Source: an optimization exercise on an open RTL-to-GDS flow (aim: small area, a short achievable clock period and few clock cycles per item). Production flows keep margins and buffers that such runs may drop.
RTL that was checked went through simulation tests only; none was proved equivalent to the original.
Function not checked in run 2: the RTL went through the layout flow alone.

==> flow/design.v (outline; a module is shown in full before it is edited, if it fits) <==
// module w2rgb_gamma_rom: 1035 lines
// module wavelength_to_rgb_core: 240 lines
module wavelength_to_rgb_core #(
  parameter int unsigned IN_FRAC_BITS     = w2rgb_pkg::IN_FRAC_BITS,
  parameter int unsigned OUT_BITS         = w2rgb_pkg::OUT_BITS,
  parameter int unsigned GAMMA_TABLE_BITS = w2rgb_pkg::GAMMA_TABLE_BITS
) (
  input  logic                     clk_i,
  input  logic                     rst_ni,
  input  logic                     in_valid_i,
  output logic                     in_ready_o,
  input  logic [w2rgb_pkg::IN_W-1:0] wavelength_i,
  output logic                     out_valid_o,
  input  logic                     out_ready_i,
  output logic [OUT_BITS-1:0]      red_o,
  output logic [OUT_BITS-1:0]      green_o,
  output logic [OUT_BITS-1:0]      blue_o
);
  // ...
==> flow/run.sh <==
#!/bin/bash
# synth_recipe.tcl (not shown) runs the flow's synth.tcl, then flattens the netlist and writes it again
# the make line also repeats each setting of config.mk as NAME=value (left out here)
make -C /OpenROAD-flow-scripts/flow DESIGN_CONFIG=/design/flow/config.mk WORK_HOME=/design/flow/orfs CLKGATE_MAP_FILE= SYNTH_SCRIPT=/design/flow/synth_recipe.tcl finish
==> flow/config.mk <==
export PLATFORM = sky130hd
export DESIGN_NAME = wavelength_to_rgb_core
export DESIGN_NICKNAME = wavelength_to_rgb_core
export VERILOG_FILES = /design/flow/design.v
export SDC_FILE = /design/flow/constraint.sdc
export NUM_CORES = 4
export LEC_CHECK = 0
export CAP_MARGIN = 20
export CORE_MARGIN = 2
export CORE_UTILIZATION = 40
export SLEW_MARGIN = 20
export SYNTH_MEMORY_MAX_BITS = 32768
==> flow/constraint.sdc <==
create_clock -name core_clock -period 7.0 [get_ports {clk_i}]
set_input_delay 1.4000 -clock core_clock [delete_from_list [all_inputs] [get_ports {clk_i}]]
set_output_delay 1.4000 -clock core_clock [all_outputs]
set_load 0.01 [all_outputs]
==> flow_summary_export.csv, run 1 <==
group,metric,value,unit
final_layout,drive_above_1_share,5.52,%
detailed_routing,route.final.wire_length,173,mm
global_routing,vias_in_the_first_global_route,51400,
final_layout,antennaDiodeCount,0,
die,floorplan.die_area,162000,sq um
synthesis,synth_top_cells_by_count,"1261 x sky130_fd_sc_hd__inv_1, 985 x sky130_fd_sc_hd__fa_1, 915 x sky130_fd_sc_hd__nand2_1",
place,postPlaceCellArea,66700,sq um
worst_setup_path,critPathMostFrequentCell,"sky130_fd_sc_hd__fa_1",
worst_setup_path,reg_to_reg_critical_path_endpoint,"s2_ratio_q[12]",
detailed_routing,drt-met1-wl,74.9,mm
worst_hold_path,min_path_cells,0,
die,die_y,403,um
synthesis,synthMostInstantiatedCell,"sky130_fd_sc_hd__inv_1",
final_layout,final_cell_mix,"1260 x sky130_fd_sc_hd__inv_1, 985 x sky130_fd_sc_hd__fa_1, 913 x sky130_fd_sc_hd__nand2_1",
worst_setup_path,critical_path.max_fanout,6,
worst_setup_path,cp_num_buf_inv,3,
synthesis,synthesis.yosys.warnings,2,
final_layout,area.share.sequential,14.1,%
die,nWellTaps,2072,
cts,clock_buffers_created_by_tritoncts,43,
worst_hold_path,holdPathEnd,"s4_ch_q[8]",
die,num_rows,146,
synthesis,synth.top_cell.area_share,31.0,%
outcome,status,"finished clean",
final_layout,largest_register_ff_count,54,
detailed_routing,top_layer_used,"met4",
Testbench counts, summed over its fixed seeds: cycles 24,056, items 24,000.
==> module wavelength_to_rgb_core, before the edit <==
module wavelength_to_rgb_core #(
  parameter int unsigned IN_FRAC_BITS     = w2rgb_pkg::IN_FRAC_BITS,
  parameter int unsigned OUT_BITS         = w2rgb_pkg::OUT_BITS,
  parameter int unsigned GAMMA_TABLE_BITS = w2rgb_pkg::GAMMA_TABLE_BITS
) (
  input  logic                     clk_i,
  input  logic                     rst_ni,
  input  logic                     in_valid_i,
  output logic                     in_ready_o,
  input  logic [w2rgb_pkg::IN_W-1:0] wavelength_i,
  output logic                     out_valid_o,
  input  logic                     out_ready_i,
  output logic [OUT_BITS-1:0]      red_o,
  output logic [OUT_BITS-1:0]      green_o,
  output logic [OUT_BITS-1:0]      blue_o
);
  localparam int unsigned STAGES = 7;
  localparam int unsigned Q_W    = w2rgb_pkg::Q_W;
  localparam int unsigned NCH    = w2rgb_pkg::NUM_CH;
  localparam int unsigned NUM_W  = w2rgb_pkg::RAMP_NUM_W;
  localparam int unsigned REC_W  = w2rgb_pkg::RECIP_W;
  localparam int unsigned YW     = w2rgb_pkg::FACT_Y_W;
  localparam int unsigned AW     = w2rgb_pkg::FACT_A_W;
  localparam int unsigned UW     = w2rgb_pkg::FACT_U_W;
  localparam int unsigned D5W    = w2rgb_pkg::DIV5_W;
  localparam int unsigned PW     = 2 * Q_W - 1;
  localparam int unsigned WC = $clog2((780 << IN_FRAC_BITS) + 1);
  localparam int unsigned WX = (WC > w2rgb_pkg::IN_W) ? WC : w2rgb_pkg::IN_W;
  localparam logic [WC-1:0] W380 = WC'(380 << IN_FRAC_BITS);
  localparam logic [WC-1:0] W420 = WC'(420 << IN_FRAC_BITS);
  localparam logic [WC-1:0] W440 = WC'(440 << IN_FRAC_BITS);
  localparam logic [WC-1:0] W490 = WC'(490 << IN_FRAC_BITS);
  localparam logic [WC-1:0] W510 = WC'(510 << IN_FRAC_BITS);
  localparam logic [WC-1:0] W580 = WC'(580 << IN_FRAC_BITS);
  localparam logic [WC-1:0] W645 = WC'(645 << IN_FRAC_BITS);
  localparam logic [WC-1:0] W700 = WC'(700 << IN_FRAC_BITS);
  localparam logic [WC-1:0] W780 = WC'(780 << IN_FRAC_BITS);
  localparam int unsigned  GN        = 1 << GAMMA_TABLE_BITS;
  localparam int unsigned  IW        = GAMMA_TABLE_BITS + 1;
  localparam logic [PW-1:0] ROUND_ADD =
    PW'((64'd1 << 15) + (64'd1 << (31 - GAMMA_TABLE_BITS)));
  logic [STAGES-1:0] v_q;
  logic [STAGES-1:0] v_d;
  logic [STAGES:0]   adv;
  assign adv[STAGES] = out_ready_i;
  for (genvar gs = 0; gs < STAGES; gs++) begin : g_adv
    assign adv[gs] = ~v_q[gs] | adv[gs+1];
  end
  assign v_d[0] = adv[0] ? in_valid_i : v_q[0];
  for (genvar gv = 1; gv < STAGES; gv++) begin : g_valid
    assign v_d[gv] = adv[gv] ? v_q[gv-1] : v_q[gv];
  end
  always_ff @(posedge clk_i or negedge rst_ni) begin
    if (!rst_ni) begin
      v_q <= '0;
    end else begin
      v_q <= v_d;
    end
  end
  assign in_ready_o  = adv[0];
  assign out_valid_o = v_q[STAGES-1];
  logic [WX-1:0]        w_ext;
  logic [WC-1:0]        w_clamp;
  logic [WC-1:0]        ramp_dist;
  logic [WC-1:0]        fall_dist;
  w2rgb_pkg::band_e     s1_band_d;
  logic                 s1_hi_d;
  logic                 s1_lo_d;
  always_comb begin
    w_ext = WX'(wavelength_i);
    if (w_ext < WX'(W380)) begin
      w_clamp = W380;
    end else if (w_ext > WX'(W780)) begin
      w_clamp = W780;
    end else begin
      w_clamp = WC'(w_ext);
    end
    if (w_clamp < W440) begin
      s1_band_d = w2rgb_pkg::BAND_VIOLET;
      ramp_dist = W440 - w_clamp;
    end else if (w_clamp < W490) begin
      s1_band_d = w2rgb_pkg::BAND_BLUE;
      ramp_dist = w_clamp - W440;
    end else if (w_clamp < W510) begin
      s1_band_d = w2rgb_pkg::BAND_CYAN;
      ramp_dist = W510 - w_clamp;
    end else if (w_clamp < W580) begin
      s1_band_d = w2rgb_pkg::BAND_GREEN;
      ramp_dist = w_clamp - W510;
    end else if (w_clamp < W645) begin
      s1_band_d = w2rgb_pkg::BAND_YELLOW;
      ramp_dist = W645 - w_clamp;
    end else begin
      s1_band_d = w2rgb_pkg::BAND_RED;
      ramp_dist = '0;
    end
    s1_hi_d   = w_clamp > W700;
    s1_lo_d   = w_clamp < W420;
    fall_dist = s1_hi_d ? (W780 - w_clamp) : (w_clamp - W380);
  end
  w2rgb_pkg::band_e  s1_band_q;
  logic [NUM_W-1:0]  s1_num_q;
  logic              s1_hi_q;
  logic              s1_lo_q;
  logic [YW-1:0]     s1_y_q;
  always_ff @(posedge clk_i) begin
    if (adv[0]) begin
      s1_band_q <= s1_band_d;
      s1_num_q  <= NUM_W'(ramp_dist) << (16 - IN_FRAC_BITS);
      s1_hi_q   <= s1_hi_d;
      s1_lo_q   <= s1_lo_d;
      s1_y_q    <= YW'(fall_dist) << (w2rgb_pkg::FACT_Y_FRAC - IN_FRAC_BITS);
    end
  end
  logic [NUM_W+REC_W-1:0] ramp_prod;
  logic [AW-1:0]          fact_num;
  always_comb begin
    ramp_prod = {{REC_W{1'b0}}, s1_num_q}
              * {{NUM_W{1'b0}}, w2rgb_pkg::ramp_recip(s1_band_q)};
    fact_num  = AW'(s1_y_q) * AW'(w2rgb_pkg::FACT_SLOPE);
  end
  w2rgb_pkg::band_e  s2_band_q;
  logic [Q_W-1:0]    s2_ratio_q;
  logic              s2_hi_q;
  logic              s2_lo_q;
  logic [AW-1:0]     s2_a_q;
  always_ff @(posedge clk_i) begin
    if (adv[1]) begin
      s2_band_q  <= s1_band_q;
      s2_ratio_q <= ramp_prod[w2rgb_pkg::RAMP_SHIFT+Q_W-1:w2rgb_pkg::RAMP_SHIFT];
      s2_hi_q    <= s1_hi_q;
      s2_lo_q    <= s1_lo_q;
      s2_a_q     <= fact_num;
    end
  end
  logic [NCH-1:0][Q_W-1:0] s3_ch_d;
  logic [UW-1:0]      fact_u;
  logic [UW+D5W-1:0]  div5_prod;
  always_comb begin
    s3_ch_d[w2rgb_pkg::CH_RED]   = '0;
    s3_ch_d[w2rgb_pkg::CH_GREEN] = '0;
    s3_ch_d[w2rgb_pkg::CH_BLUE]  = '0;
    unique case (s2_band_q)
      w2rgb_pkg::BAND_VIOLET: begin
        s3_ch_d[w2rgb_pkg::CH_RED]  = s2_ratio_q;
        s3_ch_d[w2rgb_pkg::CH_BLUE] = w2rgb_pkg::ONE_Q;
      end
      w2rgb_pkg::BAND_BLUE: begin
        s3_ch_d[w2rgb_pkg::CH_GREEN] = s2_ratio_q;
        s3_ch_d[w2rgb_pkg::CH_BLUE]  = w2rgb_pkg::ONE_Q;
      end
      w2rgb_pkg::BAND_CYAN: begin
        s3_ch_d[w2rgb_pkg::CH_GREEN] = w2rgb_pkg::ONE_Q;
        s3_ch_d[w2rgb_pkg::CH_BLUE]  = s2_ratio_q;
      end
      w2rgb_pkg::BAND_GREEN: begin
        s3_ch_d[w2rgb_pkg::CH_RED]   = s2_ratio_q;
        s3_ch_d[w2rgb_pkg::CH_GREEN] = w2rgb_pkg::ONE_Q;
      end
      w2rgb_pkg::BAND_YELLOW: begin
        s3_ch_d[w2rgb_pkg::CH_RED]   = w2rgb_pkg::ONE_Q;
        s3_ch_d[w2rgb_pkg::CH_GREEN] = s2_ratio_q;
      end
      w2rgb_pkg::BAND_RED: begin
        s3_ch_d[w2rgb_pkg::CH_RED] = w2rgb_pkg::ONE_Q;
      end
      default: begin
        s3_ch_d[w2rgb_pkg::CH_RED] = '0;
      end
    endcase
    fact_u    = s2_hi_q ? UW'(s2_a_q >> w2rgb_pkg::FACT_SHIFT_HI)
                        : UW'(s2_a_q >> w2rgb_pkg::FACT_SHIFT_LO);
    div5_prod = {{D5W{1'b0}}, fact_u} * {{UW{1'b0}}, w2rgb_pkg::DIV5_RECIP};
  end
  logic [NCH-1:0][Q_W-1:0] s3_ch_q;
  logic [Q_W-1:0] s3_q_q;
  logic           s3_fall_q;
  always_ff @(posedge clk_i) begin
    if (adv[2]) begin
      s3_ch_q   <= s3_ch_d;
      s3_q_q    <= div5_prod[w2rgb_pkg::DIV5_SHIFT+Q_W-1:w2rgb_pkg::DIV5_SHIFT];
      s3_fall_q <= s2_hi_q | s2_lo_q;
    end
  end
  logic [NCH-1:0][Q_W-1:0] s4_ch_q;
  logic [Q_W-1:0] s4_fact_q;
  always_ff @(posedge clk_i) begin
    if (adv[3]) begin
      s4_ch_q   <= s3_ch_q;
      s4_fact_q <= s3_fall_q ? (w2rgb_pkg::FACT_BASE + s3_q_q) : w2rgb_pkg::ONE_Q;
    end
  end
  logic [NCH-1:0][2*Q_W-1:0] shade_prod;
  logic [NCH-1:0][PW-1:0] s5_prod_q;
  always_comb begin
    for (int c = 0; c < NCH; c++) begin
      shade_prod[c] = {{Q_W{1'b0}}, s4_ch_q[c]} * {{Q_W{1'b0}}, s4_fact_q};
    end
  end
  always_ff @(posedge clk_i) begin
    if (adv[4]) begin
      for (int c = 0; c < NCH; c++) begin
        s5_prod_q[c] <= shade_prod[c][PW-1:0];
      end
    end
  end
  logic [NCH-1:0][PW-1:0] idx_sum;
  logic [NCH-1:0][IW-1:0] s6_idx_q;
  always_comb begin
    for (int c = 0; c < NCH; c++) begin
      idx_sum[c] = s5_prod_q[c] + ROUND_ADD;
    end
  end
  always_ff @(posedge clk_i) begin
    if (adv[5]) begin
      for (int c = 0; c < NCH; c++) begin
        s6_idx_q[c] <= idx_sum[c][PW-1:PW-IW];
      end
    end
  end
  logic [OUT_BITS-1:0] gamma_r;
  logic [OUT_BITS-1:0] gamma_g;
  logic [OUT_BITS-1:0] gamma_b;
  w2rgb_gamma_rom i_gamma_r (.idx_i(s6_idx_q[w2rgb_pkg::CH_RED]),   .val_o(gamma_r));
  w2rgb_gamma_rom i_gamma_g (.idx_i(s6_idx_q[w2rgb_pkg::CH_GREEN]), .val_o(gamma_g));
  w2rgb_gamma_rom i_gamma_b (.idx_i(s6_idx_q[w2rgb_pkg::CH_BLUE]),  .val_o(gamma_b));
  logic [OUT_BITS-1:0] red_q;
  logic [OUT_BITS-1:0] green_q;
  logic [OUT_BITS-1:0] blue_q;
  always_ff @(posedge clk_i) begin
    if (adv[6]) begin
      red_q   <= gamma_r;
      green_q <= gamma_g;
      blue_q  <= gamma_b;
    end
  end
  assign red_o   = red_q;
  assign green_o = green_q;
  assign blue_o  = blue_q;
endmodule
==> run 2: changes to the inputs <==
--- a/flow/design.v
+++ b/flow/design.v
@@ -1,66 +1,42 @@
 package w2rgb_pkg;
-  localparam int unsigned IN_FRAC_BITS     = 4;
-  localparam int unsigned OUT_BITS         = 8;
-  localparam int unsigned GAMMA_TABLE_BITS = 10;
-  localparam int unsigned IN_W = 14;
-  localparam int unsigned     Q_W   = 17;
-  localparam logic [Q_W-1:0] ONE_Q = 17'h10000;
-  localparam int unsigned RAMP_NUM_W = 23;
-  localparam int unsigned RAMP_SHIFT = 30;
-  localparam int unsigned RECIP_W    = 26;
-  localparam logic [RECIP_W-1:0] RECIP_60 =
-    RECIP_W'(((64'd1 << RAMP_SHIFT) + 64'd59) / 64'd60);
-  localparam logic [RECIP_W-1:0] RECIP_50 =
-    RECIP_W'(((64'd1 << RAMP_SHIFT) + 64'd49) / 64'd50);
-  localparam logic [RECIP_W-1:0] RECIP_20 =
-    RECIP_W'(((64'd1 << RAMP_SHIFT) + 64'd19) / 64'd20);
-  localparam logic [RECIP_W-1:0] RECIP_70 =
-    RECIP_W'(((64'd1 << RAMP_SHIFT) + 64'd69) / 64'd70);
-  localparam logic [RECIP_W-1:0] RECIP_65 =
-    RECIP_W'(((64'd1 << RAMP_SHIFT) + 64'd64) / 64'd65);
-  localparam int unsigned     FACT_Y_FRAC = 8;
-  localparam int unsigned     FACT_Y_W    = 15;
-  localparam int unsigned     FACT_A_W    = 30;
-  localparam int unsigned     FACT_U_W    = 19;
-  localparam int unsigned     FACT_SHIFT_HI = 12;
-  localparam int unsigned     FACT_SHIFT_LO = 11;
-  localparam logic [15:0]     FACT_SLOPE    = 16'd45875;
-  localparam logic [Q_W-1:0]  FACT_BASE     = 17'd19661;
-  localparam int unsigned          DIV5_SHIFT = 22;
-  localparam int unsigned          DIV5_W     = 20;
-  localparam logic [DIV5_W-1:0]    DIV5_RECIP =
-    DIV5_W'(((64'd1 << DIV5_SHIFT) + 64'd4) / 64'd5);
-  localparam int unsigned NUM_CH   = 3;
-  localparam int unsigned CH_RED   = 0;
-  localparam int unsigned CH_GREEN = 1;
-  localparam int unsigned CH_BLUE  = 2;
-  typedef enum logic [2:0] {
-    BAND_VIOLET,   
-    BAND_BLUE,     
-    BAND_CYAN,     
-    BAND_GREEN,    
-    BAND_YELLOW,   
-    BAND_RED       
-  } band_e;
-  function automatic logic [RECIP_W-1:0] ramp_recip(logic [2:0] band);
-    logic [RECIP_W-1:0] recip;
-    unique case (band)
-      3'd0: recip = RECIP_60;
-      3'd1:   recip = RECIP_50;
-      3'd2:   recip = RECIP_20;
-      3'd3:  recip = RECIP_70;
-      3'd4: recip = RECIP_65;
-      default:     recip = '0;
-    endcase
-    ramp_recip = recip;
-  endfunction
+  localparam int unsigned IN_W  = 14;
+  localparam int unsigned OUT_W = 8;
+  localparam logic [IN_W-1:0] W380 = 14'd6080;
+  localparam logic [IN_W-1:0] W420 = 14'd6720;
+  localparam logic [IN_W-1:0] W440 = 14'd7040;
+  localparam logic [IN_W-1:0] W490 = 14'd7840;
+  localparam logic [IN_W-1:0] W510 = 14'd8160;
+  localparam logic [IN_W-1:0] W580 = 14'd9280;
+  localparam logic [IN_W-1:0] W645 = 14'd10320;
+  localparam logic [IN_W-1:0] W700 = 14'd11200;
+  localparam logic [IN_W-1:0] W780 = 14'd12480;
+  localparam logic [2:0] R_LO  = 3'd0;
+  localparam logic [2:0] R_VIO = 3'd1;
+  localparam logic [2:0] R_BLU = 3'd2;
+  localparam logic [2:0] R_CYA = 3'd3;
+  localparam logic [2:0] R_GRN = 3'd4;
+  localparam logic [2:0] R_YEL = 3'd5;
+  localparam logic [2:0] R_RED = 3'd6;
+  localparam logic [2:0] R_HI  = 3'd7;
+  localparam int unsigned K_W = 15;
+  localparam int unsigned C_W = 23;
+  localparam logic [K_W-1:0] K_INT = 15'd9175;
+  localparam logic [K_W-1:0] K_60  = 15'd17476;
+  localparam logic [K_W-1:0] K_50  = 15'd20971;
+  localparam logic [K_W-1:0] K_20  = 15'd13107;
+  localparam logic [K_W-1:0] K_70  = 15'd14980;
+  localparam logic [K_W-1:0] K_65  = 15'd16132;
+  localparam logic [C_W-1:0] C_INT = 23'd5041152;
+  localparam logic [C_W-1:0] C_RMP = 23'd8192;
+  localparam logic [C_W-1:0] C_70  = 23'd8048;
+  localparam logic [C_W-1:0] C_50  = 23'd8448;
 endpackage
 module w2rgb_gamma_rom (
   input  logic [10:0] idx_i,
-  output logic [7:0]  val_o
+  output logic [7:0] val_o
 );
   always_comb begin
-    unique case (idx_i)
+    case (idx_i)
       11'd0: val_o = 8'd0;
       11'd1: val_o = 8'd1;
       11'd2: val_o = 8'd2;
@@ -1086,247 +1062,783 @@
       11'd1022: val_o = 8'd255;
       11'd1023: val_o = 8'd255;
       11'd1024: val_o = 8'd255;
-      default: val_o = 8'd255;
+      default: val_o = 8'd0;
     endcase
   end
 endmodule
-module wavelength_to_rgb_core #(
-  parameter int unsigned IN_FRAC_BITS     = w2rgb_pkg::IN_FRAC_BITS,
-  parameter int unsigned OUT_BITS         = w2rgb_pkg::OUT_BITS,
-  parameter int unsigned GAMMA_TABLE_BITS = w2rgb_pkg::GAMMA_TABLE_BITS
-) (
-  input  logic                     clk_i,
-  input  logic                     rst_ni,
-  input  logic                     in_valid_i,
-  output logic                     in_ready_o,
-  input  logic [w2rgb_pkg::IN_W-1:0] wavelength_i,
-  output logic                     out_valid_o,
-  input  logic                     out_ready_i,
-  output logic [OUT_BITS-1:0]      red_o,
-  output logic [OUT_BITS-1:0]      green_o,
-  output logic [OUT_BITS-1:0]      blue_o
+module w2rgb_red_lo_rom (
+  input  logic [9:0] idx_i,
+  output logic [7:0] val_o
 );
-  localparam int unsigned STAGES = 7;
-  localparam int unsigned Q_W    = w2rgb_pkg::Q_W;
-  localparam int unsigned NCH    = w2rgb_pkg::NUM_CH;
-  localparam int unsigned NUM_W  = w2rgb_pkg::RAMP_NUM_W;
-  localparam int unsigned REC_W  = w2rgb_pkg::RECIP_W;
-  localparam int unsigned YW     = w2rgb_pkg::FACT_Y_W;
-  localparam int unsigned AW     = w2rgb_pkg::FACT_A_W;
-  localparam int unsigned UW     = w2rgb_pkg::FACT_U_W;
-  localparam int unsigned D5W    = w2rgb_pkg::DIV5_W;
-  localparam int unsigned PW     = 2 * Q_W - 1;
-  localparam int unsigned WC = $clog2((780 << IN_FRAC_BITS) + 1);
-  localparam int unsigned WX = (WC > w2rgb_pkg::IN_W) ? WC : w2rgb_pkg::IN_W;
-  localparam logic [WC-1:0] W380 = WC'(380 << IN_FRAC_BITS);
-  localparam logic [WC-1:0] W420 = WC'(420 << IN_FRAC_BITS);
-  localparam logic [WC-1:0] W440 = WC'(440 << IN_FRAC_BITS);
-  localparam logic [WC-1:0] W490 = WC'(490 << IN_FRAC_BITS);
-  localparam logic [WC-1:0] W510 = WC'(510 << IN_FRAC_BITS);
-  localparam logic [WC-1:0] W580 = WC'(580 << IN_FRAC_BITS);
-  localparam logic [WC-1:0] W645 = WC'(645 << IN_FRAC_BITS);
-  localparam logic [WC-1:0] W700 = WC'(700 << IN_FRAC_BITS);
-  localparam logic [WC-1:0] W780 = WC'(780 << IN_FRAC_BITS);
-  localparam int unsigned  GN        = 1 << GAMMA_TABLE_BITS;
-  localparam int unsigned  IW        = GAMMA_TABLE_BITS + 1;
-  localparam logic [PW-1:0] ROUND_ADD =
-    PW'((64'd1 << 15) + (64'd1 << (31 - GAMMA_TABLE_BITS)));
-  logic [STAGES-1:0] v_q;
-  logic [STAGES-1:0] v_d;
-  logic [STAGES:0]   adv;
-  assign adv[STAGES] = out_ready_i;
-  for (genvar gs = 0; gs < STAGES; gs++) begin : g_adv
-    assign adv[gs] = ~v_q[gs] | adv[gs+1];
-  end
-  assign v_d[0] = adv[0] ? in_valid_i : v_q[0];
-  for (genvar gv = 1; gv < STAGES; gv++) begin : g_valid
-    assign v_d[gv] = adv[gv] ? v_q[gv-1] : v_q[gv];
+  always_comb begin
+    case (idx_i)
+      10'd0: val_o = 8'd109;
+      10'd1: val_o = 8'd109;
+      10'd2: val_o = 8'd109;
+      10'd3: val_o = 8'd110;
+      10'd4: val_o = 8'd110;
+      10'd5: val_o = 8'd110;
+      10'd6: val_o = 8'd110;
+      10'd7: val_o = 8'd110;
+      10'd8: val_o = 8'd110;
+      10'd9: val_o = 8'd110;
+      10'd10: val_o = 8'd110;
+      10'd11: val_o = 8'd111;
+      10'd12: val_o = 8'd111;
+      10'd13: val_o = 8'd111;
+      10'd14: val_o = 8'd111;
+      10'd15: val_o = 8'd111;
+      10'd16: val_o = 8'd111;
+      10'd17: val_o = 8'd111;
+      10'd18: val_o = 8'd112;
+      10'd19: val_o = 8'd112;
+      10'd20: val_o = 8'd112;
+      10'd21: val_o = 8'd112;
+      10'd22: val_o = 8'd112;
+      10'd23: val_o = 8'd112;
+      10'd24: val_o = 8'd113;
+      10'd25: val_o = 8'd113;
+      10'd26: val_o = 8'd113;
+      10'd27: val_o = 8'd113;
+      10'd28: val_o = 8'd113;
+      10'd29: val_o = 8'd113;
+      10'd30: val_o = 8'd113;
+      10'd31: val_o = 8'd114;
+      10'd32: val_o = 8'd114;
+      10'd33: val_o = 8'd114;
+      10'd34: val_o = 8'd114;
+      10'd35: val_o = 8'd114;
+      10'd36: val_o = 8'd114;
+      10'd37: val_o = 8'd114;
+      10'd38: val_o = 8'd115;
+      10'd39: val_o = 8'd115;
+      10'd40: val_o = 8'd115;
+      10'd41: val_o = 8'd115;
+      10'd42: val_o = 8'd115;
+      10'd43: val_o = 8'd115;
+      10'd44: val_o = 8'd115;
+      10'd45: val_o = 8'd116;
+      10'd46: val_o = 8'd116;
+      10'd47: val_o = 8'd116;
+      10'd48: val_o = 8'd116;
+      10'd49: val_o = 8'd116;
+      10'd50: val_o = 8'd116;
+      10'd51: val_o = 8'd116;
+      10'd52: val_o = 8'd116;
+      10'd53: val_o = 8'd117;
+      10'd54: val_o = 8'd117;
+      10'd55: val_o = 8'd117;
+      10'd56: val_o = 8'd117;
+      10'd57: val_o = 8'd117;
+      10'd58: val_o = 8'd117;
+      10'd59: val_o = 8'd117;
+      10'd60: val_o = 8'd117;
+      10'd61: val_o = 8'd118;
+      10'd62: val_o = 8'd118;
+      10'd63: val_o = 8'd118;
+      10'd64: val_o = 8'd118;
+      10'd65: val_o = 8'd118;
+      10'd66: val_o = 8'd118;
+      10'd67: val_o = 8'd118;
+      10'd68: val_o = 8'd118;
+      10'd69: val_o = 8'd119;
+      10'd70: val_o = 8'd119;
+      10'd71: val_o = 8'd119;
+      10'd72: val_o = 8'd119;
+      10'd73: val_o = 8'd119;
+      10'd74: val_o = 8'd119;
+      10'd75: val_o = 8'd119;
+      10'd76: val_o = 8'd119;
+      10'd77: val_o = 8'd119;
+      10'd78: val_o = 8'd119;
+      10'd79: val_o = 8'd120;
+      10'd80: val_o = 8'd120;
+      10'd81: val_o = 8'd120;
+      10'd82: val_o = 8'd120;
+      10'd83: val_o = 8'd120;
+      10'd84: val_o = 8'd120;
+      10'd85: val_o = 8'd120;
+      10'd86: val_o = 8'd120;
+      10'd87: val_o = 8'd120;
+      10'd88: val_o = 8'd121;
+      10'd89: val_o = 8'd121;
+      10'd90: val_o = 8'd121;
+      10'd91: val_o = 8'd121;
+      10'd92: val_o = 8'd121;
+      10'd93: val_o = 8'd121;
+      10'd94: val_o = 8'd121;
+      10'd95: val_o = 8'd121;
+      10'd96: val_o = 8'd121;
+      10'd97: val_o = 8'd122;
+      10'd98: val_o = 8'd122;
+      10'd99: val_o = 8'd122;
+      10'd100: val_o = 8'd122;
+      10'd101: val_o = 8'd122;
+      10'd102: val_o = 8'd122;
+      10'd103: val_o = 8'd122;
+      10'd104: val_o = 8'd122;
+      10'd105: val_o = 8'd122;
+      10'd106: val_o = 8'd122;
+      10'd107: val_o = 8'd123;
+      10'd108: val_o = 8'd123;
+      10'd109: val_o = 8'd123;
+      10'd110: val_o = 8'd123;
+      10'd111: val_o = 8'd123;
+      10'd112: val_o = 8'd123;
+      10'd113: val_o = 8'd123;
+      10'd114: val_o = 8'd123;
+      10'd115: val_o = 8'd123;
+      10'd116: val_o = 8'd123;
+      10'd117: val_o = 8'd124;
+      10'd118: val_o = 8'd124;
+      10'd119: val_o = 8'd124;
+      10'd120: val_o = 8'd124;
+      10'd121: val_o = 8'd124;
+      10'd122: val_o = 8'd124;
+      10'd123: val_o = 8'd124;
+      10'd124: val_o = 8'd124;
+      10'd125: val_o = 8'd124;
+      10'd126: val_o = 8'd124;
+      10'd127: val_o = 8'd124;
+      10'd128: val_o = 8'd125;
+      10'd129: val_o = 8'd125;
+      10'd130: val_o = 8'd125;
+      10'd131: val_o = 8'd125;
+      10'd132: val_o = 8'd125;
+      10'd133: val_o = 8'd125;
+      10'd134: val_o = 8'd125;
+      10'd135: val_o = 8'd125;
+      10'd136: val_o = 8'd125;
+      10'd137: val_o = 8'd125;
+      10'd138: val_o = 8'd125;
+      10'd139: val_o = 8'd125;
+      10'd140: val_o = 8'd125;
+      10'd141: val_o = 8'd125;
+      10'd142: val_o = 8'd126;
+      10'd143: val_o = 8'd126;
+      10'd144: val_o = 8'd126;
+      10'd145: val_o = 8'd126;
+      10'd146: val_o = 8'd126;
+      10'd147: val_o = 8'd126;
+      10'd148: val_o = 8'd126;
+      10'd149: val_o = 8'd126;
+      10'd150: val_o = 8'd126;
+      10'd151: val_o = 8'd126;
+      10'd152: val_o = 8'd126;
+      10'd153: val_o = 8'd126;
+      10'd154: val_o = 8'd126;
+      10'd155: val_o = 8'd126;
+      10'd156: val_o = 8'd127;
+      10'd157: val_o = 8'd127;
+      10'd158: val_o = 8'd127;
+      10'd159: val_o = 8'd127;
+      10'd160: val_o = 8'd127;
+      10'd161: val_o = 8'd127;
+      10'd162: val_o = 8'd127;
+      10'd163: val_o = 8'd127;
+      10'd164: val_o = 8'd127;
+      10'd165: val_o = 8'd127;
+      10'd166: val_o = 8'd127;
+      10'd167: val_o = 8'd127;
+      10'd168: val_o = 8'd127;
+      10'd169: val_o = 8'd127;
+      10'd170: val_o = 8'd128;
+      10'd171: val_o = 8'd128;
+      10'd172: val_o = 8'd128;
+      10'd173: val_o = 8'd128;
+      10'd174: val_o = 8'd128;
+      10'd175: val_o = 8'd128;
+      10'd176: val_o = 8'd128;
+      10'd177: val_o = 8'd128;
+      10'd178: val_o = 8'd128;
+      10'd179: val_o = 8'd128;
+      10'd180: val_o = 8'd128;
+      10'd181: val_o = 8'd128;
+      10'd182: val_o = 8'd128;
+      10'd183: val_o = 8'd128;
+      10'd184: val_o = 8'd128;
+      10'd185: val_o = 8'd128;
+      10'd186: val_o = 8'd128;
+      10'd187: val_o = 8'd129;
+      10'd188: val_o = 8'd129;
+      10'd189: val_o = 8'd129;
+      10'd190: val_o = 8'd129;
+      10'd191: val_o = 8'd129;
+      10'd192: val_o = 8'd129;
+      10'd193: val_o = 8'd129;
+      10'd194: val_o = 8'd129;
+      10'd195: val_o = 8'd129;
+      10'd196: val_o = 8'd129;
+      10'd197: val_o = 8'd129;
+      10'd198: val_o = 8'd129;
+      10'd199: val_o = 8'd129;
+      10'd200: val_o = 8'd129;
+      10'd201: val_o = 8'd129;
+      10'd202: val_o = 8'd129;
+      10'd203: val_o = 8'd129;
+      10'd204: val_o = 8'd129;
+      10'd205: val_o = 8'd129;
+      10'd206: val_o = 8'd129;
+      10'd207: val_o = 8'd129;
+      10'd208: val_o = 8'd129;
+      10'd209: val_o = 8'd130;
+      10'd210: val_o = 8'd130;
+      10'd211: val_o = 8'd130;
+      10'd212: val_o = 8'd130;
+      10'd213: val_o = 8'd130;
+      10'd214: val_o = 8'd130;
+      10'd215: val_o = 8'd130;
+      10'd216: val_o = 8'd130;
+      10'd217: val_o = 8'd130;
+      10'd218: val_o = 8'd130;
+      10'd219: val_o = 8'd130;
+      10'd220: val_o = 8'd130;
+      10'd221: val_o = 8'd130;
+      10'd222: val_o = 8'd130;
+      10'd223: val_o = 8'd130;
+      10'd224: val_o = 8'd130;
+      10'd225: val_o = 8'd130;
+      10'd226: val_o = 8'd130;
+      10'd227: val_o = 8'd130;
+      10'd228: val_o = 8'd130;
+      10'd229: val_o = 8'd130;
+      10'd230: val_o = 8'd130;
+      10'd231: val_o = 8'd130;
+      10'd232: val_o = 8'd130;
+      10'd233: val_o = 8'd130;
+      10'd234: val_o = 8'd130;
+      10'd235: val_o = 8'd130;
+      10'd236: val_o = 8'd130;
+      10'd237: val_o = 8'd130;
+      10'd238: val_o = 8'd130;
+      10'd239: val_o = 8'd130;
+      10'd240: val_o = 8'd130;
+      10'd241: val_o = 8'd130;
+      10'd242: val_o = 8'd130;
+      10'd243: val_o = 8'd130;
+      10'd244: val_o = 8'd130;
+      10'd245: val_o = 8'd130;
+      10'd246: val_o = 8'd130;
+      10'd247: val_o = 8'd130;
+      10'd248: val_o = 8'd130;
+      10'd249: val_o = 8'd130;
+      10'd250: val_o = 8'd130;
+      10'd251: val_o = 8'd130;
+      10'd252: val_o = 8'd130;
+      10'd253: val_o = 8'd131;
+      10'd254: val_o = 8'd131;
+      10'd255: val_o = 8'd131;
+      10'd256: val_o = 8'd131;
+      10'd257: val_o = 8'd131;
+      10'd258: val_o = 8'd131;
+      10'd259: val_o = 8'd131;
+      10'd260: val_o = 8'd131;
+      10'd261: val_o = 8'd131;
+      10'd262: val_o = 8'd131;
+      10'd263: val_o = 8'd131;
+      10'd264: val_o = 8'd131;
+      10'd265: val_o = 8'd131;
+      10'd266: val_o = 8'd131;
+      10'd267: val_o = 8'd131;
+      10'd268: val_o = 8'd131;
+      10'd269: val_o = 8'd131;
+      10'd270: val_o = 8'd131;
+      10'd271: val_o = 8'd131;
+      10'd272: val_o = 8'd131;
+      10'd273: val_o = 8'd131;
+      10'd274: val_o = 8'd131;
+      10'd275: val_o = 8'd131;
+      10'd276: val_o = 8'd131;
+      10'd277: val_o = 8'd131;
+      10'd278: val_o = 8'd131;
+      10'd279: val_o = 8'd131;
+      10'd280: val_o = 8'd131;
+      10'd281: val_o = 8'd131;
+      10'd282: val_o = 8'd131;
+      10'd283: val_o = 8'd131;
+      10'd284: val_o = 8'd131;
+      10'd285: val_o = 8'd131;
+      10'd286: val_o = 8'd131;
+      10'd287: val_o = 8'd131;
+      10'd288: val_o = 8'd131;
+      10'd289: val_o = 8'd131;
+      10'd290: val_o = 8'd131;
+      10'd291: val_o = 8'd131;
+      10'd292: val_o = 8'd131;
+      10'd293: val_o = 8'd131;
+      10'd294: val_o = 8'd131;
+      10'd295: val_o = 8'd131;
+      10'd296: val_o = 8'd131;
+      10'd297: val_o = 8'd131;
+      10'd298: val_o = 8'd131;
+      10'd299: val_o = 8'd131;
+      10'd300: val_o = 8'd131;
+      10'd301: val_o = 8'd131;
+      10'd302: val_o = 8'd131;
+      10'd303: val_o = 8'd131;
+      10'd304: val_o = 8'd131;
+      10'd305: val_o = 8'd131;
+      10'd306: val_o = 8'd130;
+      10'd307: val_o = 8'd130;
+      10'd308: val_o = 8'd130;
+      10'd309: val_o = 8'd130;
+      10'd310: val_o = 8'd130;
+      10'd311: val_o = 8'd130;
+      10'd312: val_o = 8'd130;
+      10'd313: val_o = 8'd130;
+      10'd314: val_o = 8'd130;
+      10'd315: val_o = 8'd130;
+      10'd316: val_o = 8'd130;
+      10'd317: val_o = 8'd130;
+      10'd318: val_o = 8'd130;
+      10'd319: val_o = 8'd130;
+      10'd320: val_o = 8'd130;
+      10'd321: val_o = 8'd130;
+      10'd322: val_o = 8'd130;
+      10'd323: val_o = 8'd130;
+      10'd324: val_o = 8'd130;
+      10'd325: val_o = 8'd130;
+      10'd326: val_o = 8'd130;
+      10'd327: val_o = 8'd130;
+      10'd328: val_o = 8'd130;
+      10'd329: val_o = 8'd130;
+      10'd330: val_o = 8'd130;
+      10'd331: val_o = 8'd130;
+      10'd332: val_o = 8'd130;
+      10'd333: val_o = 8'd130;
+      10'd334: val_o = 8'd130;
+      10'd335: val_o = 8'd130;
+      10'd336: val_o = 8'd130;
+      10'd337: val_o = 8'd130;
+      10'd338: val_o = 8'd130;
+      10'd339: val_o = 8'd130;
+      10'd340: val_o = 8'd130;
+      10'd341: val_o = 8'd130;
+      10'd342: val_o = 8'd130;
+      10'd343: val_o = 8'd130;
+      10'd344: val_o = 8'd130;
+      10'd345: val_o = 8'd130;
+      10'd346: val_o = 8'd130;
+      10'd347: val_o = 8'd130;
+      10'd348: val_o = 8'd130;
+      10'd349: val_o = 8'd130;
+      10'd350: val_o = 8'd129;
+      10'd351: val_o = 8'd129;
+      10'd352: val_o = 8'd129;
+      10'd353: val_o = 8'd129;
+      10'd354: val_o = 8'd129;
+      10'd355: val_o = 8'd129;
+      10'd356: val_o = 8'd129;
+      10'd357: val_o = 8'd129;
+      10'd358: val_o = 8'd129;
+      10'd359: val_o = 8'd129;
+      10'd360: val_o = 8'd129;
+      10'd361: val_o = 8'd129;
+      10'd362: val_o = 8'd129;
+      10'd363: val_o = 8'd129;
+      10'd364: val_o = 8'd129;
+      10'd365: val_o = 8'd129;
+      10'd366: val_o = 8'd129;
+      10'd367: val_o = 8'd129;
+      10'd368: val_o = 8'd129;
+      10'd369: val_o = 8'd129;
+      10'd370: val_o = 8'd129;
+      10'd371: val_o = 8'd128;
+      10'd372: val_o = 8'd128;
+      10'd373: val_o = 8'd128;
+      10'd374: val_o = 8'd128;
+      10'd375: val_o = 8'd128;
+      10'd376: val_o = 8'd128;
+      10'd377: val_o = 8'd128;
+      10'd378: val_o = 8'd128;
+      10'd379: val_o = 8'd128;
+      10'd380: val_o = 8'd128;
+      10'd381: val_o = 8'd128;
+      10'd382: val_o = 8'd128;
+      10'd383: val_o = 8'd128;
+      10'd384: val_o = 8'd128;
+      10'd385: val_o = 8'd128;
+      10'd386: val_o = 8'd128;
+      10'd387: val_o = 8'd128;
+      10'd388: val_o = 8'd127;
+      10'd389: val_o = 8'd127;
+      10'd390: val_o = 8'd127;
+      10'd391: val_o = 8'd127;
+      10'd392: val_o = 8'd127;
+      10'd393: val_o = 8'd127;
+      10'd394: val_o = 8'd127;
+      10'd395: val_o = 8'd127;
+      10'd396: val_o = 8'd127;
+      10'd397: val_o = 8'd127;
+      10'd398: val_o = 8'd127;
+      10'd399: val_o = 8'd127;
+      10'd400: val_o = 8'd127;
+      10'd401: val_o = 8'd127;
+      10'd402: val_o = 8'd127;
+      10'd403: val_o = 8'd126;
+      10'd404: val_o = 8'd126;
+      10'd405: val_o = 8'd126;
+      10'd406: val_o = 8'd126;
+      10'd407: val_o = 8'd126;
+      10'd408: val_o = 8'd126;
+      10'd409: val_o = 8'd126;
+      10'd410: val_o = 8'd126;
+      10'd411: val_o = 8'd126;
+      10'd412: val_o = 8'd126;
+      10'd413: val_o = 8'd126;
+      10'd414: val_o = 8'd126;
+      10'd415: val_o = 8'd126;
+      10'd416: val_o = 8'd125;
+      10'd417: val_o = 8'd125;
+      10'd418: val_o = 8'd125;
+      10'd419: val_o = 8'd125;
+      10'd420: val_o = 8'd125;
+      10'd421: val_o = 8'd125;
+      10'd422: val_o = 8'd125;
+      10'd423: val_o = 8'd125;
+      10'd424: val_o = 8'd125;
+      10'd425: val_o = 8'd125;
+      10'd426: val_o = 8'd125;
+      10'd427: val_o = 8'd125;
+      10'd428: val_o = 8'd125;
+      10'd429: val_o = 8'd125;
+      10'd430: val_o = 8'd125;
+      10'd431: val_o = 8'd124;
+      10'd432: val_o = 8'd124;
+      10'd433: val_o = 8'd124;
+      10'd434: val_o = 8'd124;
+      10'd435: val_o = 8'd124;
+      10'd436: val_o = 8'd124;
+      10'd437: val_o = 8'd124;
+      10'd438: val_o = 8'd124;
+      10'd439: val_o = 8'd124;
+      10'd440: val_o = 8'd124;
+      10'd441: val_o = 8'd124;
+      10'd442: val_o = 8'd123;
+      10'd443: val_o = 8'd123;
+      10'd444: val_o = 8'd123;
+      10'd445: val_o = 8'd123;
+      10'd446: val_o = 8'd123;
+      10'd447: val_o = 8'd123;
+      10'd448: val_o = 8'd123;
+      10'd449: val_o = 8'd123;
+      10'd450: val_o = 8'd123;
+      10'd451: val_o = 8'd123;
+      10'd452: val_o = 8'd122;
+      10'd453: val_o = 8'd122;
+      10'd454: val_o = 8'd122;
+      10'd455: val_o = 8'd122;
+      10'd456: val_o = 8'd122;
+      10'd457: val_o = 8'd122;
+      10'd458: val_o = 8'd122;
+      10'd459: val_o = 8'd122;
+      10'd460: val_o = 8'd122;
+      10'd461: val_o = 8'd122;
+      10'd462: val_o = 8'd121;
+      10'd463: val_o = 8'd121;
+      10'd464: val_o = 8'd121;
+      10'd465: val_o = 8'd121;
+      10'd466: val_o = 8'd121;
+      10'd467: val_o = 8'd121;
+      10'd468: val_o = 8'd121;
+      10'd469: val_o = 8'd121;
+      10'd470: val_o = 8'd121;
+      10'd471: val_o = 8'd120;
+      10'd472: val_o = 8'd120;
+      10'd473: val_o = 8'd120;
+      10'd474: val_o = 8'd120;
+      10'd475: val_o = 8'd120;
+      10'd476: val_o = 8'd120;
+      10'd477: val_o = 8'd120;
+      10'd478: val_o = 8'd120;
+      10'd479: val_o = 8'd120;
+      10'd480: val_o = 8'd119;
+      10'd481: val_o = 8'd119;
+      10'd482: val_o = 8'd119;
+      10'd483: val_o = 8'd119;
+      10'd484: val_o = 8'd119;
+      10'd485: val_o = 8'd119;
+      10'd486: val_o = 8'd119;
+      10'd487: val_o = 8'd119;
+      10'd488: val_o = 8'd119;
+      10'd489: val_o = 8'd119;
+      10'd490: val_o = 8'd118;
+      10'd491: val_o = 8'd118;
+      10'd492: val_o = 8'd118;
+      10'd493: val_o = 8'd118;
+      10'd494: val_o = 8'd118;
+      10'd495: val_o = 8'd118;
+      10'd496: val_o = 8'd118;
+      10'd497: val_o = 8'd118;
+      10'd498: val_o = 8'd117;
+      10'd499: val_o = 8'd117;
+      10'd500: val_o = 8'd117;
+      10'd501: val_o = 8'd117;
+      10'd502: val_o = 8'd117;
+      10'd503: val_o = 8'd117;
+      10'd504: val_o = 8'd117;
+      10'd505: val_o = 8'd117;
+      10'd506: val_o = 8'd116;
+      10'd507: val_o = 8'd116;
+      10'd508: val_o = 8'd116;
+      10'd509: val_o = 8'd116;
+      10'd510: val_o = 8'd116;
+      10'd511: val_o = 8'd116;
+      10'd512: val_o = 8'd116;
+      10'd513: val_o = 8'd115;
+      10'd514: val_o = 8'd115;
+      10'd515: val_o = 8'd115;
+      10'd516: val_o = 8'd115;
+      10'd517: val_o = 8'd115;
+      10'd518: val_o = 8'd115;
+      10'd519: val_o = 8'd115;
+      10'd520: val_o = 8'd114;
+      10'd521: val_o = 8'd114;
+      10'd522: val_o = 8'd114;
+      10'd523: val_o = 8'd114;
+      10'd524: val_o = 8'd114;
+      10'd525: val_o = 8'd114;
+      10'd526: val_o = 8'd114;
+      10'd527: val_o = 8'd114;
+      10'd528: val_o = 8'd113;
+      10'd529: val_o = 8'd113;
+      10'd530: val_o = 8'd113;
+      10'd531: val_o = 8'd113;
+      10'd532: val_o = 8'd113;
+      10'd533: val_o = 8'd113;
+      10'd534: val_o = 8'd112;
+      10'd535: val_o = 8'd112;
+      10'd536: val_o = 8'd112;
+      10'd537: val_o = 8'd112;
+      10'd538: val_o = 8'd112;
+      10'd539: val_o = 8'd112;
+      10'd540: val_o = 8'd112;
+      10'd541: val_o = 8'd111;
+      10'd542: val_o = 8'd111;
+      10'd543: val_o = 8'd111;
+      10'd544: val_o = 8'd111;
+      10'd545: val_o = 8'd111;
+      10'd546: val_o = 8'd111;
+      10'd547: val_o = 8'd110;
+      10'd548: val_o = 8'd110;
+      10'd549: val_o = 8'd110;
+      10'd550: val_o = 8'd110;
+      10'd551: val_o = 8'd110;
+      10'd552: val_o = 8'd110;
+      10'd553: val_o = 8'd110;
+      10'd554: val_o = 8'd110;
+      10'd555: val_o = 8'd109;
+      10'd556: val_o = 8'd109;
+      10'd557: val_o = 8'd109;
+      10'd558: val_o = 8'd109;
+      10'd559: val_o = 8'd109;
+      10'd560: val_o = 8'd109;
+      10'd561: val_o = 8'd108;
+      10'd562: val_o = 8'd108;
+      10'd563: val_o = 8'd108;
+      10'd564: val_o = 8'd108;
+      10'd565: val_o = 8'd108;
+      10'd566: val_o = 8'd108;
+      10'd567: val_o = 8'd107;
+      10'd568: val_o = 8'd107;
+      10'd569: val_o = 8'd107;
+      10'd570: val_o = 8'd107;
+      10'd571: val_o = 8'd107;
+      10'd572: val_o = 8'd107;
+      10'd573: val_o = 8'd106;
+      10'd574: val_o = 8'd106;
+      10'd575: val_o = 8'd106;
+      10'd960: val_o = 8'd97;
+      10'd961: val_o = 8'd98;
+      10'd962: val_o = 8'd98;
+      10'd963: val_o = 8'd98;
+      10'd964: val_o = 8'd98;
+      10'd965: val_o = 8'd98;
+      10'd966: val_o = 8'd99;
+      10'd967: val_o = 8'd99;
+      10'd968: val_o = 8'd99;
+      10'd969: val_o = 8'd99;
+      10'd970: val_o = 8'd99;
+      10'd971: val_o = 8'd100;
+      10'd972: val_o = 8'd100;
+      10'd973: val_o = 8'd100;
+      10'd974: val_o = 8'd100;
+      10'd975: val_o = 8'd100;
+      10'd976: val_o = 8'd101;
+      10'd977: val_o = 8'd101;
+      10'd978: val_o = 8'd101;
+      10'd979: val_o = 8'd101;
+      10'd980: val_o = 8'd101;
+      10'd981: val_o = 8'd101;
+      10'd982: val_o = 8'd102;
+      10'd983: val_o = 8'd102;
+      10'd984: val_o = 8'd102;
+      10'd985: val_o = 8'd102;
+      10'd986: val_o = 8'd102;
+      10'd987: val_o = 8'd103;
+      10'd988: val_o = 8'd103;
+      10'd989: val_o = 8'd103;
+      10'd990: val_o = 8'd103;
+      10'd991: val_o = 8'd103;
+      10'd992: val_o = 8'd104;
+      10'd993: val_o = 8'd104;
+      10'd994: val_o = 8'd104;
+      10'd995: val_o = 8'd104;
+      10'd996: val_o = 8'd104;
+      10'd997: val_o = 8'd104;
+      10'd998: val_o = 8'd105;
+      10'd999: val_o = 8'd105;
+      10'd1000: val_o = 8'd105;
+      10'd1001: val_o = 8'd105;
+      10'd1002: val_o = 8'd105;
+      10'd1003: val_o = 8'd105;
+      10'd1004: val_o = 8'd106;
+      10'd1005: val_o = 8'd106;
+      10'd1006: val_o = 8'd106;
+      10'd1007: val_o = 8'd106;
+      10'd1008: val_o = 8'd106;
+      10'd1009: val_o = 8'd107;
+      10'd1010: val_o = 8'd107;
+      10'd1011: val_o = 8'd107;
+      10'd1012: val_o = 8'd107;
+      10'd1013: val_o = 8'd107;
+      10'd1014: val_o = 8'd107;
+      10'd1015: val_o = 8'd108;
+      10'd1016: val_o = 8'd108;
+      10'd1017: val_o = 8'd108;
+      10'd1018: val_o = 8'd108;
+      10'd1019: val_o = 8'd108;
+      10'd1020: val_o = 8'd108;
+      10'd1021: val_o = 8'd109;
+      10'd1022: val_o = 8'd109;
+      10'd1023: val_o = 8'd109;
+      default: val_o = 8'd0;
+    endcase
   end
+endmodule
+module wavelength_to_rgb_core (
+  input  logic        clk_i,
+  input  logic        rst_ni,
+  input  logic        in_valid_i,
+  output logic        in_ready_o,
+  input  logic [13:0] wavelength_i,
+  output logic        out_valid_o,
+  input  logic        out_ready_i,
+  output logic [7:0]  red_o,
+  output logic [7:0]  green_o,
+  output logic [7:0]  blue_o
+);
+  logic       en;
+  logic [3:0] v_q;
+  assign en = ~v_q[3] | out_ready_i;
   always_ff @(posedge clk_i or negedge rst_ni) begin
     if (!rst_ni) begin
       v_q <= '0;
-    end else begin
-      v_q <= v_d;
-    end
-  end
-  assign in_ready_o  = adv[0];
-  assign out_valid_o = v_q[STAGES-1];
-  logic [WX-1:0]        w_ext;
-  logic [WC-1:0]        w_clamp;
-  logic [WC-1:0]        ramp_dist;
-  logic [WC-1:0]        fall_dist;
-  w2rgb_pkg::band_e     s1_band_d;
-  logic                 s1_hi_d;
-  logic                 s1_lo_d;
-  always_comb begin
-    w_ext = WX'(wavelength_i);
-    if (w_ext < WX'(W380)) begin
-      w_clamp = W380;
-    end else if (w_ext > WX'(W780)) begin
-      w_clamp = W780;
-    end else begin
-      w_clamp = WC'(w_ext);
-    end
-    if (w_clamp < W440) begin
-      s1_band_d = w2rgb_pkg::BAND_VIOLET;
-      ramp_dist = W440 - w_clamp;
-    end else if (w_clamp < W490) begin
-      s1_band_d = w2rgb_pkg::BAND_BLUE;
-      ramp_dist = w_clamp - W440;
-    end else if (w_clamp < W510) begin
-      s1_band_d = w2rgb_pkg::BAND_CYAN;
-      ramp_dist = W510 - w_clamp;
-    end else if (w_clamp < W580) begin
-      s1_band_d = w2rgb_pkg::BAND_GREEN;
-      ramp_dist = w_clamp - W510;
-    end else if (w_clamp < W645) begin
-      s1_band_d = w2rgb_pkg::BAND_YELLOW;
-      ramp_dist = W645 - w_clamp;
-    end else begin
-      s1_band_d = w2rgb_pkg::BAND_RED;
-      ramp_dist = '0;
-    end
-    s1_hi_d   = w_clamp > W700;
-    s1_lo_d   = w_clamp < W420;
-    fall_dist = s1_hi_d ? (W780 - w_clamp) : (w_clamp - W380);
-  end
-  w2rgb_pkg::band_e  s1_band_q;
-  logic [NUM_W-1:0]  s1_num_q;
-  logic              s1_hi_q;
-  logic              s1_lo_q;
-  logic [YW-1:0]     s1_y_q;
-  always_ff @(posedge clk_i) begin
-    if (adv[0]) begin
-      s1_band_q <= s1_band_d;
-      s1_num_q  <= NUM_W'(ramp_dist) << (16 - IN_FRAC_BITS);
-      s1_hi_q   <= s1_hi_d;
-      s1_lo_q   <= s1_lo_d;
-      s1_y_q    <= YW'(fall_dist) << (w2rgb_pkg::FACT_Y_FRAC - IN_FRAC_BITS);
+    end else if (en) begin
+      v_q <= {v_q[2:0], in_valid_i};
     end
   end
-  logic [NUM_W+REC_W-1:0] ramp_prod;
-  logic [AW-1:0]          fact_num;
-  always_comb begin
-    ramp_prod = {{REC_W{1'b0}}, s1_num_q}
-              * {{NUM_W{1'b0}}, w2rgb_pkg::ramp_recip(s1_band_q)};
-    fact_num  = AW'(s1_y_q) * AW'(w2rgb_pkg::FACT_SLOPE);
-  end
-  w2rgb_pkg::band_e  s2_band_q;
-  logic [Q_W-1:0]    s2_ratio_q;
-  logic              s2_hi_q;
-  logic              s2_lo_q;
-  logic [AW-1:0]     s2_a_q;
+  assign in_ready_o  = en;
+  assign out_valid_o = v_q[3];
+  logic [w2rgb_pkg::IN_W-1:0] w_q;
   always_ff @(posedge clk_i) begin
-    if (adv[1]) begin
-      s2_band_q  <= s1_band_q;
-      s2_ratio_q <= ramp_prod[w2rgb_pkg::RAMP_SHIFT+Q_W-1:w2rgb_pkg::RAMP_SHIFT];
-      s2_hi_q    <= s1_hi_q;
-      s2_lo_q    <= s1_lo_q;
-      s2_a_q     <= fact_num;
-    end
+    if (en) w_q <= wavelength_i;
   end
-  logic [NCH-1:0][Q_W-1:0] s3_ch_d;
-  logic [UW-1:0]      fact_u;
-  logic [UW+D5W-1:0]  div5_prod;
+  logic        lo_clamp, hi_clamp;
+  logic [2:0]  route_d;
+  logic [10:0] op_v;
+  logic [10:0] op_e;
+  logic        op_neg;
+  logic [10:0] op_d;
+  logic [9:0]  rl_idx;
+  logic [7:0]  rl_d;
   always_comb begin
-    s3_ch_d[w2rgb_pkg::CH_RED]   = '0;
-    s3_ch_d[w2rgb_pkg::CH_GREEN] = '0;
-    s3_ch_d[w2rgb_pkg::CH_BLUE]  = '0;
-    unique case (s2_band_q)
-      w2rgb_pkg::BAND_VIOLET: begin
-        s3_ch_d[w2rgb_pkg::CH_RED]  = s2_ratio_q;
-        s3_ch_d[w2rgb_pkg::CH_BLUE] = w2rgb_pkg::ONE_Q;
-      end
-      w2rgb_pkg::BAND_BLUE: begin
-        s3_ch_d[w2rgb_pkg::CH_GREEN] = s2_ratio_q;
-        s3_ch_d[w2rgb_pkg::CH_BLUE]  = w2rgb_pkg::ONE_Q;
-      end
-      w2rgb_pkg::BAND_CYAN: begin
-        s3_ch_d[w2rgb_pkg::CH_GREEN] = w2rgb_pkg::ONE_Q;
-        s3_ch_d[w2rgb_pkg::CH_BLUE]  = s2_ratio_q;
-      end
-      w2rgb_pkg::BAND_GREEN: begin
-        s3_ch_d[w2rgb_pkg::CH_RED]   = s2_ratio_q;
-        s3_ch_d[w2rgb_pkg::CH_GREEN] = w2rgb_pkg::ONE_Q;
-      end
-      w2rgb_pkg::BAND_YELLOW: begin
-        s3_ch_d[w2rgb_pkg::CH_RED]   = w2rgb_pkg::ONE_Q;
-        s3_ch_d[w2rgb_pkg::CH_GREEN] = s2_ratio_q;
-      end
-      w2rgb_pkg::BAND_RED: begin
-        s3_ch_d[w2rgb_pkg::CH_RED] = w2rgb_pkg::ONE_Q;
-      end
-      default: begin
-        s3_ch_d[w2rgb_pkg::CH_RED] = '0;
-      end
+    lo_clamp = w_q < w2rgb_pkg::W380;
+    hi_clamp = w_q > w2rgb_pkg::W780;
+    if      (w_q < w2rgb_pkg::W420)  route_d = w2rgb_pkg::R_LO;
+    else if (w_q < w2rgb_pkg::W440)  route_d = w2rgb_pkg::R_VIO;
+    else if (w_q < w2rgb_pkg::W490)  route_d = w2rgb_pkg::R_BLU;
+    else if (w_q < w2rgb_pkg::W510)  route_d = w2rgb_pkg::R_CYA;
+    else if (w_q < w2rgb_pkg::W580)  route_d = w2rgb_pkg::R_GRN;
+    else if (w_q < w2rgb_pkg::W645)  route_d = w2rgb_pkg::R_YEL;
+    else if (w_q <= w2rgb_pkg::W700) route_d = w2rgb_pkg::R_RED;
+    else                  route_d = w2rgb_pkg::R_HI;
+    op_v   = w_q[10:0];
+    op_neg = 1'b1;
+    op_e   = 11'd0;
+    unique case (route_d)
+      w2rgb_pkg::R_LO:  begin op_v = {w_q[9:0], 1'b0}; op_neg = 1'b0; op_e = 11'd128;  end  
+      w2rgb_pkg::R_VIO: begin                                         op_e = 11'd897;  end  
+      w2rgb_pkg::R_BLU: begin                          op_neg = 1'b0; op_e = 11'd1152; end  
+      w2rgb_pkg::R_CYA: begin op_v = {w_q[8:0], 2'b0};                op_e = 11'd1921; end  
+      w2rgb_pkg::R_GRN: begin                          op_neg = 1'b0; op_e = 11'd32;   end  
+      w2rgb_pkg::R_YEL: begin                                         op_e = 11'd81;   end  
+      w2rgb_pkg::R_RED: begin                                         op_e = 11'd193;  end  
+      w2rgb_pkg::R_HI:  begin                                         op_e = 11'd193;  end  
+      default: ;
     endcase
-    fact_u    = s2_hi_q ? UW'(s2_a_q >> w2rgb_pkg::FACT_SHIFT_HI)
-                        : UW'(s2_a_q >> w2rgb_pkg::FACT_SHIFT_LO);
-    div5_prod = {{D5W{1'b0}}, fact_u} * {{UW{1'b0}}, w2rgb_pkg::DIV5_RECIP};
+    op_d = ((op_neg ? ~op_v : op_v) + op_e) & {11{~(lo_clamp | hi_clamp)}};
+    rl_idx = lo_clamp ? 10'd960 : w_q[9:0];
   end
-  logic [NCH-1:0][Q_W-1:0] s3_ch_q;
-  logic [Q_W-1:0] s3_q_q;
-  logic           s3_fall_q;
+  w2rgb_red_lo_rom i_red_lo (.idx_i(rl_idx), .val_o(rl_d));
+  logic [2:0]  route1_q;
+  logic [10:0] op_q;
+  logic [7:0]  rl1_q;
   always_ff @(posedge clk_i) begin
-    if (adv[2]) begin
-      s3_ch_q   <= s3_ch_d;
-      s3_q_q    <= div5_prod[w2rgb_pkg::DIV5_SHIFT+Q_W-1:w2rgb_pkg::DIV5_SHIFT];
-      s3_fall_q <= s2_hi_q | s2_lo_q;
+    if (en) begin
+      route1_q <= route_d;
+      op_q     <= op_d;
+      rl1_q    <= rl_d;
     end
   end
-  logic [NCH-1:0][Q_W-1:0] s4_ch_q;
-  logic [Q_W-1:0] s4_fact_q;
-  always_ff @(posedge clk_i) begin
-    if (adv[3]) begin
-      s4_ch_q   <= s3_ch_q;
-      s4_fact_q <= s3_fall_q ? (w2rgb_pkg::FACT_BASE + s3_q_q) : w2rgb_pkg::ONE_Q;
-    end
-  end
-  logic [NCH-1:0][2*Q_W-1:0] shade_prod;
-  logic [NCH-1:0][PW-1:0] s5_prod_q;
+  logic [w2rgb_pkg::K_W-1:0] k_sel;
+  logic [w2rgb_pkg::C_W-1:0] c_sel;
+  logic [24:0]    prod;
   always_comb begin
-    for (int c = 0; c < NCH; c++) begin
-      shade_prod[c] = {{Q_W{1'b0}}, s4_ch_q[c]} * {{Q_W{1'b0}}, s4_fact_q};
-    end
+    unique case (route1_q)
+      w2rgb_pkg::R_VIO:   begin k_sel = w2rgb_pkg::K_60;  c_sel = w2rgb_pkg::C_RMP; end
+      w2rgb_pkg::R_BLU:   begin k_sel = w2rgb_pkg::K_50;  c_sel = w2rgb_pkg::C_50;  end
+      w2rgb_pkg::R_CYA:   begin k_sel = w2rgb_pkg::K_20;  c_sel = w2rgb_pkg::C_RMP; end
+      w2rgb_pkg::R_GRN:   begin k_sel = w2rgb_pkg::K_70;  c_sel = w2rgb_pkg::C_70;  end
+      w2rgb_pkg::R_YEL:   begin k_sel = w2rgb_pkg::K_65;  c_sel = w2rgb_pkg::C_RMP; end
+      default: begin k_sel = w2rgb_pkg::K_INT; c_sel = w2rgb_pkg::C_INT; end
+    endcase
+    prod = 25'(op_q) * 25'(k_sel) + 25'(c_sel);
   end
+  logic [2:0]  route2_q;
+  logic [10:0] idx_q;
+  logic [7:0]  rl2_q;
   always_ff @(posedge clk_i) begin
-    if (adv[4]) begin
-      for (int c = 0; c < NCH; c++) begin
-        s5_prod_q[c] <= shade_prod[c][PW-1:0];
-      end
+    if (en) begin
+      route2_q <= route1_q;
+      idx_q    <= prod[24:14];
+      rl2_q    <= rl1_q;
     end
   end
-  logic [NCH-1:0][PW-1:0] idx_sum;
-  logic [NCH-1:0][IW-1:0] s6_idx_q;
+  logic [7:0] g;
+  logic [7:0] r_d, g_d, b_d;
+  w2rgb_gamma_rom i_gamma (.idx_i(idx_q), .val_o(g));
   always_comb begin
-    for (int c = 0; c < NCH; c++) begin
-      idx_sum[c] = s5_prod_q[c] + ROUND_ADD;
-    end
-  end
-  always_ff @(posedge clk_i) begin
-    if (adv[5]) begin
-      for (int c = 0; c < NCH; c++) begin
-        s6_idx_q[c] <= idx_sum[c][PW-1:PW-IW];
-      end
-    end
+    r_d = 8'd0;
+    g_d = 8'd0;
+    b_d = 8'd0;
+    unique case (route2_q)
+      w2rgb_pkg::R_LO:  begin r_d = rl2_q;  b_d = g;      end
+      w2rgb_pkg::R_VIO: begin r_d = g;      b_d = 8'd255; end
+      w2rgb_pkg::R_BLU: begin g_d = g;      b_d = 8'd255; end
+      w2rgb_pkg::R_CYA: begin g_d = 8'd255; b_d = g;      end
+      w2rgb_pkg::R_GRN: begin r_d = g;      g_d = 8'd255; end
+      w2rgb_pkg::R_YEL: begin r_d = 8'd255; g_d = g;      end
+      w2rgb_pkg::R_RED: begin r_d = 8'd255;               end
+      w2rgb_pkg::R_HI:  begin r_d = g;                    end
+      default: ;
+    endcase
   end
-  logic [OUT_BITS-1:0] gamma_r;
-  logic [OUT_BITS-1:0] gamma_g;
-  logic [OUT_BITS-1:0] gamma_b;
-  w2rgb_gamma_rom i_gamma_r (.idx_i(s6_idx_q[w2rgb_pkg::CH_RED]),   .val_o(gamma_r));
-  w2rgb_gamma_rom i_gamma_g (.idx_i(s6_idx_q[w2rgb_pkg::CH_GREEN]), .val_o(gamma_g));
-  w2rgb_gamma_rom i_gamma_b (.idx_i(s6_idx_q[w2rgb_pkg::CH_BLUE]),  .val_o(gamma_b));
-  logic [OUT_BITS-1:0] red_q;
-  logic [OUT_BITS-1:0] green_q;
-  logic [OUT_BITS-1:0] blue_q;
   always_ff @(posedge clk_i) begin
-    if (adv[6]) begin
-      red_q   <= gamma_r;
-      green_q <= gamma_g;
-      blue_q  <= gamma_b;
+    if (en) begin
+      red_o   <= r_d;
+      green_o <= g_d;
+      blue_o  <= b_d;
     end
   end
-  assign red_o   = red_q;
-  assign green_o = green_q;
-  assign blue_o  = blue_q;
 endmodule
==> run 2 against run 1 <==
Net effect: now fails the layout checks on negative setup slack; core utilization grew 12 points; die area shrank 76%; sequential share of layout area fell by 1.3 points; synthesized area down 76%; wire length down 66%; cell area down 70%; first-iteration DRC count is 59% lower; critical endpoint is now g[0]; largest cell class unchanged; highest routed layer unchanged.
==> flow_summary_export.csv, run 2 <==
group,metric,value,unit
detailed_routing,avgRoutedWirePerCell,21.1,um
global_routing,vias_in_the_first_global_route,16100,
outcome,status,"complete, but fails checks",
global_routing,pin_count_of_the_biggest_net_entering_global_routing,63,
sta,fmax,136,MHz
worst_setup_path,cp_num_buf_inv,8,
cts,clock_latency,0.38,ns
place,gpl.final_weighted_congestion,0.974,
final_layout,finalNetCount,2497,
worst_setup_path,cp-start-kind,"flip-flop",
final_layout,mostFrequentLayoutCell,"sky130_fd_sc_hd__buf_4",
die,initial_core_util,40.4,%
detailed_routing,route.final.wire_length,58.5,mm
synthesis,synthesis.yosys.warnings,3,
synthesis,synth_top_cells_by_count,"200 x sky130_fd_sc_hd__nand2_1, 189 x sky130_fd_sc_hd__inv_1, 153 x sky130_fd_sc_hd__nor2_1",
worst_hold_path,min_path_cells,0,
synthesis,yosys_register_bits,92,
sta,finalSetupViolCount,8,
synthesis,synth.top_cell.area_share,16.8,%
worst_setup_path,timing.critical_path.slowest_cell_delay,0.51,ns
final_layout,layout.cell_area.non_filler,20800,sq um
final_layout,final_cell_mix,"389 x sky130_fd_sc_hd__buf_4, 171 x sky130_fd_sc_hd__nand2_1, 168 x sky130_fd_sc_hd__inv_1",
global_routing,globalRouteOverflowTotal,0,
cts,cts-root-to-sink-buffers,2,
worst_setup_path,critPathMostFrequentCell,"sky130_fd_sc_hd__fa_1",
sta,final.setup_skew,0.0221,ns
outcome,violatedChecks,"negative setup slack",
synthesis,synthMostInstantiatedCell,"sky130_fd_sc_hd__nand2_1",
die,floorplan.die_area,39500,sq um
die,die_y,199,um
worst_setup_path,critical_path.max_fanout,6,
sta,fin_ws,-0.347,ns
worst_setup_path,startpoint,"route1_q[2]",
synthesis,async_reset_ff_share,4.35,%
place,postPlaceCellArea,18800,sq um
die,placeableCoreArea,37500,sq um
final_layout,drive_above_1_share,31.0,%
worst_setup_path,reg_to_reg_critical_path_endpoint,"g[0]",
synthesis,synth_mux_area_share,1.45,%
final_layout,largest_register_ff_count,14,
final_layout,antennaDiodeCount,0,
cts,clock_buffers_created_by_tritoncts,9,
sta,layout_worst_path_cycle_share,105,%
die,num_rows,71,
synthesis,synthesis.nets,2152,
-- run 2: worst register-to-register path: cells and delay by family (launching register included) --
kind                       cells  cell delay (ns)
muxes                          1             0.10
buffers and inverters          8             0.93
and+or+nand+nor                7             1.06
adders and majority gates      7             2.89
DFF                            1             0.51
AOI/OAI and AO/OA              8             1.81
-- run 2: layout make-up --
type                       count  area, sq um  area share [%]
multi-input combinational   1478        12400            59.5
timing repair buffer         489         4130            19.8
sequential                    92         2660            12.8
inverter                     193          738            3.55
tap                          511          639            3.07
clock buffer                  11          233            1.12
clock inverter                 5         35.0           0.168
-- run 2: layer usage --
layer	global-route usage [%]	vias up	routed length [um]
li1	-	7476	-
met1	43.5	7861	26300
met2	47.5	714	26400
met3	4.14	103	4490
met4	8.04	0	1330
met5	0	-	0
-- run 2: cell families after synthesis --
| kind of cell | count (synthesis) |
|---|---|
| buf+inv | 350 |
| flops | 92 |
| fa+ha+maj | 216 |
| xor+xnor | 37 |
| simple gates | 629 |
| compound gates | 574 |
| mux | 20 |
-- run 2: how the worst min path moves through the flow --
stage	startpoint	endpoint	slack [ns]
after global placement	rl1_q[3]	rl2_q[3]	0.41
after global routing	rl1_q[0]	rl2_q[0]	0.42
final	rl1_q[0]	rl2_q[0]	0.41
after CTS	rl1_q[0]	rl2_q[0]	0.41
after detailed placement	rl1_q[1]	rl2_q[1]	0.40
after floorplan	rl1_q[0]	rl2_q[0]	0.40
-- run 2: what timing repair did --
item | in CTS | in global routing
setup buffers | 42 | 27
endpoints found under the setup margin | 8 | 8
gates resized for setup | 182 | 95
cloned | 3 | 1
pin swaps | 60 | 80

## what the ideal ports hide
Ports are ideal in the flow. The routed layouts listed here were re-timed in OpenROAD. Step 1 (the two cells are an assumption about what drives the block):
set clk [get_ports {clk_i}]
set_driving_cell -lib_cell sky130_fd_sc_hd__clkbuf_16 $clk
set_driving_cell -lib_cell sky130_fd_sc_hd__buf_2 [delete_from_list [all_inputs] $clk]
Step 2, shift: input delay + t, output delay - t, t = (earliest + latest rising clock arrival at the registers) / 2. This alone moves slack from input paths to output paths. Three values: no drivers, after step 1, after step 2; two values: the first two.
| run | t (ns) | setup WS [ns] | worst setup path after step 2 | clock arrival spread, ns | pins driven straight from the clock port |
|---|---|---|---|---|---|
| run 1 | 0.683 | 0.291 / 0.291 / 0.291 | register to register | 0.039 / 0.039 | 1 |
| run 2 | 0.413 | -0.347 / -0.347 / -0.347 | register to register | 0.022 / 0.022 | 1 |
